This is an optimization exercise on Yosys and OpenROAD, whose aim is small area and a short achievable clock period, not a production implementation. The RTL was checked by simulation tests, not by an equivalence proof against the original design. Power and IR drop assume default switching activity.

==> flow/design.v <==
module relu_pool2x2 #(
    parameter int DATA_W = 32,
    parameter int MAX_W  = 64,
    parameter int CNT_W  = 10
) (
    input  logic              clk,
    input  logic              rst,
    input  logic              clear,
    input  logic [CNT_W-1:0]  map_w,
    input  logic [CNT_W-1:0]  map_h,
    input  logic              conv_ack,
    input  logic [DATA_W-1:0] conv_r,
    input  logic [DATA_W-1:0] conv_g,
    input  logic [DATA_W-1:0] conv_b,
    output logic [DATA_W-1:0] pool_out,
    output logic              pool_valid,
    output logic              frame_done,
    output logic              cfg_err
);
    localparam int VW = DATA_W - 1;    
    logic [4:0]    wcfg;       
    logic [8:0]    hcfg;       
    logic          w2;         
    logic [4:0]    sec;        
    logic [4:0]    secn;       
    logic [4:0]    cpair;      
    logic          codd;       
    logic [8:0]    rpair;      
    logic          rodd;       
    logic          gh;         
    logic          gt_tail;    
    logic          take;
    logic          cpair_last;
    logic          rpair_last;
    logic          shift;
    logic          cfg_bad;
    assign take       = conv_ack & ~clear & ~cfg_err;
    assign cpair_last = (cpair == wcfg);
    assign rpair_last = (rpair == hcfg);
    assign shift      = take & ~codd;
    assign cfg_bad  = map_w[0] | map_h[0]
                    | (map_w < CNT_W'(2)) | (map_h < CNT_W'(2))
                    | (map_w > CNT_W'(MAX_W));
    logic [VW-1:0] head;       
    logic          gq;         
    logic          sq;         
    logic [VW-1:0] uq;         
    logic [VW-1:0] xq;         
    logic [VW-1:0] tail;
    logic [VW-1:0] q1  [1];
    logic [VW-1:0] q2  [2];
    logic [VW-1:0] q4  [4];
    logic [VW-1:0] q8  [8];
    logic [VW-1:0] q15 [15];
    logic [VW-1:0] m1, m2, m4, m8, m15;
    assign m1  = ({VW{sec[0]}} & q1[0])   | ({VW{secn[0]}} & head);
    assign m2  = ({VW{sec[1]}} & q2[1])   | ({VW{secn[1]}} & m1);
    assign m4  = ({VW{sec[2]}} & q4[3])   | ({VW{secn[2]}} & m2);
    assign m8  = ({VW{sec[3]}} & q8[7])   | ({VW{secn[3]}} & m4);
    assign m15 = ({VW{sec[4]}} & q15[14]) | ({VW{secn[4]}} & m8);
    always_ff @(posedge clk) begin
        gq <= take & gt;
        sq <= sat;
        uq <= u[VW-1:0];
        xq <= take ? x : head;
    end
    assign head = gq ? (uq | {VW{sq}}) : xq;
    always_ff @(posedge clk) begin
        if (shift) begin
            q1[0] <= head;
            q2[0] <= m1;
            q2[1] <= q2[0];
            q4[0] <= m2;
            for (int i = 1; i < 4; i++) q4[i] <= q4[i-1];
            q8[0] <= m4;
            for (int i = 1; i < 8; i++) q8[i] <= q8[i-1];
            q15[0] <= m8;
            for (int i = 1; i < 15; i++) q15[i] <= q15[i-1];
            tail <= m15;
        end
    end
    logic [VW-1:0] x;
    assign x = ({VW{gh}} & head) | ({VW{gt_tail}} & tail);
    logic [31:0] ru, gu, bu, k1, c1;
    logic [32:0] k2, c2, a1, b1, xn;
    logic [33:0] u, v;
    logic        gt;
    logic        sat;
    assign ru = {~conv_r[DATA_W-1], conv_r[DATA_W-2:0]};
    assign gu = {~conv_g[DATA_W-1], conv_g[DATA_W-2:0]};
    assign bu = {~conv_b[DATA_W-1], conv_b[DATA_W-2:0]};
    assign k1 = ru ^ gu ^ bu;
    assign c1 = (ru & gu) | (ru & bu) | (gu & bu);
    assign u  = {2'b00, k1} + {1'b0, c1, 1'b0};
    assign a1 = {1'b0, k1};
    assign b1 = {c1, 1'b0};
    assign xn = {2'b00, ~x};
    assign k2 = a1 ^ b1 ^ xn;
    assign c2 = (a1 & b1) | (a1 & xn) | (b1 & xn);
    assign v  = {1'b0, k2} + {c2, 1'b0};
    assign gt  = v[33];
    assign sat = u[33];
    assign pool_out = {1'b0, head};
    logic [4:0] wnew;
    logic [4:0] snew;
    assign wnew = map_w[5:1] - 5'd1;
    assign snew = (wnew - 5'd1 >= 5'd15) ? {1'b1, 4'(wnew - 5'd16)} : {1'b0, 4'(wnew - 5'd1)};
    always_ff @(posedge clk) begin
        if (clear) begin
            wcfg <= wnew;
            hcfg <= map_h[9:1] - 9'd1;
            w2   <= (wnew == 5'd0);
            sec  <= snew;
            secn <= ~snew;
        end
    end
    always_ff @(posedge clk or posedge rst) begin
        if (rst) begin
            cfg_err <= 1'b1;
        end else if (clear) begin
            cfg_err <= cfg_bad;
        end
    end
    logic codd_n, rodd_n;
    always_comb begin
        codd_n = codd;
        rodd_n = rodd;
        if (clear) begin
            codd_n = 1'b0;
            rodd_n = 1'b0;
        end else if (take) begin
            codd_n = ~codd;
            if (codd && cpair_last) rodd_n = ~rodd;
        end
    end
    always_ff @(posedge clk or posedge rst) begin
        if (rst) begin
            codd    <= 1'b0;
            rodd    <= 1'b0;
            gh      <= 1'b0;
            gt_tail <= 1'b0;
        end else begin
            codd    <= codd_n;
            rodd    <= rodd_n;
            gh      <= codd_n | (rodd_n & w2);
            gt_tail <= ~codd_n & rodd_n & ~w2;
        end
    end
    always_ff @(posedge clk or posedge rst) begin
        if (rst) begin
            cpair <= '0;
            rpair <= '0;
        end else if (clear) begin
            cpair <= '0;
            rpair <= '0;
        end else if (take && codd) begin
            if (cpair_last) begin
                cpair <= '0;
                if (rodd) rpair <= rpair_last ? '0 : rpair + 9'd1;
            end else begin
                cpair <= cpair + 5'd1;
            end
        end
    end
    always_ff @(posedge clk or posedge rst) begin
        if (rst) begin
            pool_valid <= 1'b0;
            frame_done <= 1'b0;
        end else begin
            pool_valid <= take & codd & rodd;
            frame_done <= take & codd & rodd & cpair_last & rpair_last;
        end
    end
endmodule
Settings: LEC_CHECK=0, CAP_MARGIN=20, CORE_MARGIN=2, CORE_UTILIZATION=65, SLEW_MARGIN=20; clock period 11.0 ns.
standard.sh (not shown) runs the stock make flow with config.mk's settings and CLKGATE_MAP_FILE= SYNTH_SCRIPT=/design/flow/synth_recipe.tcl, a recipe that flattens the netlist after the stock synthesis.
==> flow/flow/run.sh <==
#!/bin/bash
# Own layout flow: the standard ORFS flow (standard.sh, unchanged synthesis) with
#  - port buffers of a plain buffer cell (buf_2) instead of the default delay-cell choice,
#  - clock tree synthesis with clkbuf_8 clusters of up to 20 sinks and no dummy loads,
#  - a tighter setup-repair target (SETUP_SLACK_MARGIN=7 at the design's 11 ns clock).
# Every tool's output goes to the ORFS logs under orfs/logs; make's own output to make.log.
set -euo pipefail
export BUFFER_PORTS_ARGS="-buffer_cell sky130_fd_sc_hd__buf_2"
export CTS_ARGS="-sink_clustering_enable -repair_clock_nets -buf_list sky130_fd_sc_hd__clkbuf_8 -sink_clustering_size 20 -sink_clustering_max_diameter 60 -dont_use_dummy_load"
bash standard.sh SETUP_SLACK_MARGIN=7 finish > make.log 2>&1
Then changed:
--- a/flow/design.v
+++ b/flow/design.v
@@ -132,26 +132,16 @@
             codd_n = ~codd;
             if (codd && cpair_last) rodd_n = ~rodd;
         end
     end
-    always_ff @(posedge clk or posedge rst) begin
-        if (rst) begin
-            codd    <= 1'b0;
-            rodd    <= 1'b0;
-            gh      <= 1'b0;
-            gt_tail <= 1'b0;
-        end else begin
-            codd    <= codd_n;
-            rodd    <= rodd_n;
-            gh      <= codd_n | (rodd_n & w2);
-            gt_tail <= ~codd_n & rodd_n & ~w2;
-        end
+    always_ff @(posedge clk) begin
+        codd    <= codd_n;
+        rodd    <= rodd_n;
+        gh      <= codd_n | (rodd_n & w2);
+        gt_tail <= ~codd_n & rodd_n & ~w2;
     end
-    always_ff @(posedge clk or posedge rst) begin
-        if (rst) begin
-            cpair <= '0;
-            rpair <= '0;
-        end else if (clear) begin
+    always_ff @(posedge clk) begin
+        if (clear) begin
             cpair <= '0;
             rpair <= '0;
         end else if (take && codd) begin
             if (cpair_last) begin
Sequential share of layout area fell by 0.90 points.
Die area barely changes.
Cell count rose by 0.34%.
Worst setup slack is worse by 120 ps.
Clock power is about the same.
Clock skew fell by 12 ps.
Design area rose by 0.95%.
Total power rose by about 1.1%.
Fmax fell by 2.5%.
Critical path depth fell by 1.
Sequential power barely changes.

[separate check: timing with driven ports]
How much do the figures lean on ideal ports? The routed layouts below were timed once more, with nothing changed but the port constraints.
Step 1 assumes that a clkbuf_16 drives the clock port and a buf_2 every other input.
Step 2 adds t to the input delays and takes it off the output delays; t is the mean of the earliest and latest rising clock arrival at the registers after step 1. Input paths then give back, and output paths get back, about the clock's delay inside the block.
Three values: no drivers, after step 1, after step 2; two values: the first two.
run	t, ns	slack for setup (ns)	worst hold slack (ns)	worst slew at a driven data input, ns	pins driven straight from the clock port
the first run	0.710	6.506 / 6.539 / 5.830	0.401 / 0.401 / 0.401	0.06	1
the second run	0.719	6.389 / 6.423 / 5.704	0.392 / 0.392 / 0.392	0.04	1
After both steps every run listed still meets setup and hold. The setup slack of the second run, which loses most, moves by +0.034 ns with the drivers and by -0.685 ns with both steps.
